Background: an optimization exercise with open tools, aiming at small area and a short achievable clock period. Do not read the settings as production practice.
At most, simulation tests tie the RTL to the original design; equivalence was not proved.
Power figures rest on the tool's default switching activity, not on a simulated workload.

==> flow/design.v (excerpt) <==
module rv_core (
    input  logic                          clk,
    input  logic                          rst_n,
    input  logic [rv_pkg::xlen-1:0]       icache_data,
    output logic [rv_pkg::xlen-1:0]       icache_addr,
    output logic                          wb_valid,
    output logic [rv_pkg::reg_addr_w-1:0] wb_rd,
    output logic [rv_pkg::xlen-1:0]       wb_data
);
==> module rv_core, before the edit <==
module rv_core (
    input  logic                          clk,
    input  logic                          rst_n,
    input  logic [rv_pkg::xlen-1:0]       icache_data,
    output logic [rv_pkg::xlen-1:0]       icache_addr,
    output logic                          wb_valid,
    output logic [rv_pkg::reg_addr_w-1:0] wb_rd,
    output logic [rv_pkg::xlen-1:0]       wb_data
);
    logic [xlen-1:2] pc_dec;
    logic [xlen-1:2] ir;
    logic            d_valid;
    fetch_unit u_fetch (.clk(clk), .rst_n(rst_n), .icache_addr(icache_addr), .pc_dec(pc_dec));
    logic [n_regs-1:1] rs1_sel_f, rs2_sel_f;
    logic [n_regs-1:1] rs1_sel, rs2_sel;
    logic              f_rs1, f_rs2;
    assign f_rs1 = icache_data[6:2] == op_op || icache_data[6:2] == op_op_imm;
    assign f_rs2 = icache_data[6:2] == op_op;
    always_comb begin
        for (int i = 1; i < n_regs; i++) begin
            rs1_sel_f[i] = f_rs1 && icache_data[19:15] == reg_addr_w'(i);
            rs2_sel_f[i] = f_rs2 && icache_data[24:20] == reg_addr_w'(i);
        end
    end
    always_ff @(posedge clk) begin
        ir      <= icache_data[xlen-1:2];
        d_valid <= rst_n;
        rs1_sel <= rs1_sel_f;
        rs2_sel <= rs2_sel_f;
    end
    logic            is_op, is_op_imm, is_lui, is_auipc;
    logic [xlen-1:0] imm;
    logic [9:0]      sel_d;
    logic            sub_d, sra_d;
    inst_decoder u_dec (
        .ir(ir), .is_op(is_op), .is_op_imm(is_op_imm), .is_lui(is_lui), .is_auipc(is_auipc),
        .imm(imm), .sel(sel_d), .sub(sub_d), .sra(sra_d)
    );
    logic [4:0]      rs1_a, rs2_a, rd_d;
    logic [xlen-1:0] rf1, rf2;
    logic            exec_d;
    assign rs1_a  = ir[19:15];
    assign rs2_a  = ir[24:20];
    assign rd_d   = ir[11:7];
    assign exec_d = d_valid & (is_op | is_op_imm | is_lui | is_auipc);
    logic            e_valid;
    logic [4:0]      e_rd;      
    logic [xlen-1:0] e_a, e_bx;    
    logic [4:0]      e_shl, e_shr;  
    logic [9:0]      e_sel;
    logic            e_sub, e_sra;
    logic [4:0]      w_rd;
    logic [xlen-1:0] w_data;
    logic [xlen-1:0] r;         
    gpr_file u_gpr (
        .clk(clk), .rs1_sel(rs1_sel), .rs2_sel(rs2_sel), .rs1(rf1), .rs2(rf2),
        .wr_addr(e_rd), .wr_data(r)
    );
    logic use_rs1, use_rs2;
    logic fa_d, fb_d;
    logic [xlen-1:0] a_d, b_d;
    assign use_rs1 = is_op | is_op_imm;
    assign use_rs2 = is_op;
    assign fa_d = use_rs1 & (rs1_a != 5'd0) & (rs1_a == e_rd);
    assign fb_d = use_rs2 & (rs2_a != 5'd0) & (rs2_a == e_rd);
    assign a_d = rf1 | (is_auipc ? {pc_dec, 2'b00} : '0);
    assign b_d = rf2 | (use_rs2 ? '0 : imm);
    logic [xlen-1:0] b_nxt;
    assign b_nxt = fb_d ? r : b_d;
    always_ff @(posedge clk) begin
        e_valid <= rst_n & exec_d;
        e_rd    <= (rst_n & exec_d) ? rd_d : 5'd0;
        e_a     <= fa_d ? r : a_d;
        e_bx    <= b_nxt ^ {xlen{sub_d}};
        e_shl   <= sel_d[1] ? b_nxt[4:0] : 5'd0;
        e_shr   <= sel_d[5] ? b_nxt[4:0] : 5'd0;
        e_sel   <= sel_d;
        e_sub   <= sub_d;
        e_sra   <= sra_d;
    end
    alu u_alu (.a(e_a), .bx(e_bx), .sel(e_sel), .sub(e_sub), .sra(e_sra), .shl(e_shl), .shr(e_shr), .r(r));
    always_ff @(posedge clk) begin
        wb_valid <= rst_n & e_valid;
        w_rd     <= e_rd;
        w_data   <= r;
    end
    assign wb_rd   = w_rd;
    assign wb_data = w_data;
endmodule
clock: 8.0 ns
lec_check: 0
cap_margin: 20
core_margin: 2
core_utilization: 40
cts_cluster_size: 30
setup_slack_margin: 5
slew_margin: 20
tns_end_percent: 10
standard.sh (not shown) runs the stock make flow with config.mk's settings and CLKGATE_MAP_FILE= SYNTH_SCRIPT=/design/flow/synth_recipe.tcl, a recipe that flattens the netlist after the stock synthesis.
==> flow/flow/run.sh <==
#!/bin/bash
# The standard layout (the standard.sh, standard synthesis unchanged), with
# two placement/resizing options changed:
#  - ports are buffered with buf_4 instead of the slow delay cell that
#    buffer_ports picks by default;
#  - the resizer may swap a cell for one with a different footprint.
set -uo pipefail
bash standard.sh \
  "BUFFER_PORTS_ARGS=-buffer_cell sky130_fd_sc_hd__buf_4" \
  MATCH_CELL_FOOTPRINT=0 \
  finish > standard.log 2>&1
Then changed:
--- a/flow/design.v
+++ b/flow/design.v
@@ -139,12 +139,17 @@
     logic [n_regs-1:1] rs1_sel_f, rs2_sel_f;
     logic [n_regs-1:1] rs1_sel, rs2_sel;
     logic              f_rs1, f_rs2;
+    logic              fw1_f, fw2_f;
+    logic              fw1, fw2;
+    logic [4:0]        e_rd;      
     assign f_rs1 = icache_data[6:2] == op_op || icache_data[6:2] == op_op_imm;
     assign f_rs2 = icache_data[6:2] == op_op;
+    assign fw1_f = f_rs1 && icache_data[19:15] == e_rd && e_rd != 5'd0;
+    assign fw2_f = f_rs2 && icache_data[24:20] == e_rd && e_rd != 5'd0;
     always_comb begin
         for (int i = 1; i < n_regs; i++) begin
-            rs1_sel_f[i] = f_rs1 && icache_data[19:15] == reg_addr_w'(i);
-            rs2_sel_f[i] = f_rs2 && icache_data[24:20] == reg_addr_w'(i);
+            rs1_sel_f[i] = f_rs1 && !fw1_f && icache_data[19:15] == reg_addr_w'(i);
+            rs2_sel_f[i] = f_rs2 && !fw2_f && icache_data[24:20] == reg_addr_w'(i);
         end
     end
     always_ff @(posedge clk) begin
@@ -152,6 +157,8 @@
         d_valid <= rst_n;
         rs1_sel <= rs1_sel_f;
         rs2_sel <= rs2_sel_f;
+        fw1     <= fw1_f;
+        fw2     <= fw2_f;
     end
     logic            is_op, is_op_imm, is_lui, is_auipc;
     logic [xlen-1:0] imm;
@@ -169,7 +176,6 @@
     assign rd_d   = ir[11:7];
     assign exec_d = d_valid & (is_op | is_op_imm | is_lui | is_auipc);
     logic            e_valid;
-    logic [4:0]      e_rd;      
     logic [xlen-1:0] e_a, e_bx;    
     logic [4:0]      e_shl, e_shr;  
     logic [9:0]      e_sel;
@@ -179,7 +185,7 @@
     logic [xlen-1:0] r;         
     gpr_file u_gpr (
         .clk(clk), .rs1_sel(rs1_sel), .rs2_sel(rs2_sel), .rs1(rf1), .rs2(rf2),
-        .wr_addr(e_rd), .wr_data(r)
+        .wr_addr(w_rd), .wr_data(w_data)
     );
     logic use_rs1, use_rs2;
     logic fa_d, fb_d;
@@ -188,8 +194,8 @@
     assign use_rs2 = is_op;
     assign fa_d = use_rs1 & (rs1_a != 5'd0) & (rs1_a == e_rd);
     assign fb_d = use_rs2 & (rs2_a != 5'd0) & (rs2_a == e_rd);
-    assign a_d = rf1 | (is_auipc ? {pc_dec, 2'b00} : '0);
-    assign b_d = rf2 | (use_rs2 ? '0 : imm);
+    assign a_d = rf1 | (fw1 ? w_data : '0) | (is_auipc ? {pc_dec, 2'b00} : '0);
+    assign b_d = rf2 | (fw2 ? w_data : '0) | (use_rs2 ? '0 : imm);
     logic [xlen-1:0] b_nxt;
     assign b_nxt = fb_d ? r : b_d;
     always_ff @(posedge clk) begin
What happened: The changed run ran to the end with no violations. Synthesized area increases by 0.85%. Global-route usage decreases by 0.90 points. Combinational power came out lower by about 9%. Via count went up by 1.6%. Synthesized cell count climbs by 1.6%. Routed wire length shrinks by 0.57%. Count of clock-buffer cells in the layout goes up by 5. Clock power barely changes.
Function not checked in the first run of this note: the RTL went through the layout flow alone.

==> port drivers added, routing unchanged <==
In the flow no input, the clock included, has a driving cell. The finished layouts below were timed again as built, in two steps. Step 1 (the two cells are an assumption about what drives the block):
set clk [get_ports {clk}]
set_driving_cell -lib_cell sky130_fd_sc_hd__clkbuf_16 $clk
set_driving_cell -lib_cell sky130_fd_sc_hd__buf_2 [delete_from_list [all_inputs] $clk]
Step 2 times the ports against the registers' clock, not the clock port: input delays grow and output delays shrink by t, the midpoint of the rising clock arrivals with the driver on. a / b / c = ideal ports / drivers / drivers and shift; a / b = the first two.
run | t, ns | setup slack, ns | latest minus earliest clock arrival (ns) | worst register clock-pin slew, ns
the first run | 0.864 | 4.588 / 4.588 / 4.588 | 0.046 / 0.046 | 0.07 / 0.07
the second run | 0.867 | 4.750 / 4.703 / 4.494 | 0.051 / 0.050 | 0.08 / 0.08
After both steps setup and hold are still met in every run listed. For the second run, which loses most, drivers alone change the setup slack by -0.047 ns; drivers and shift together by -0.256 ns.
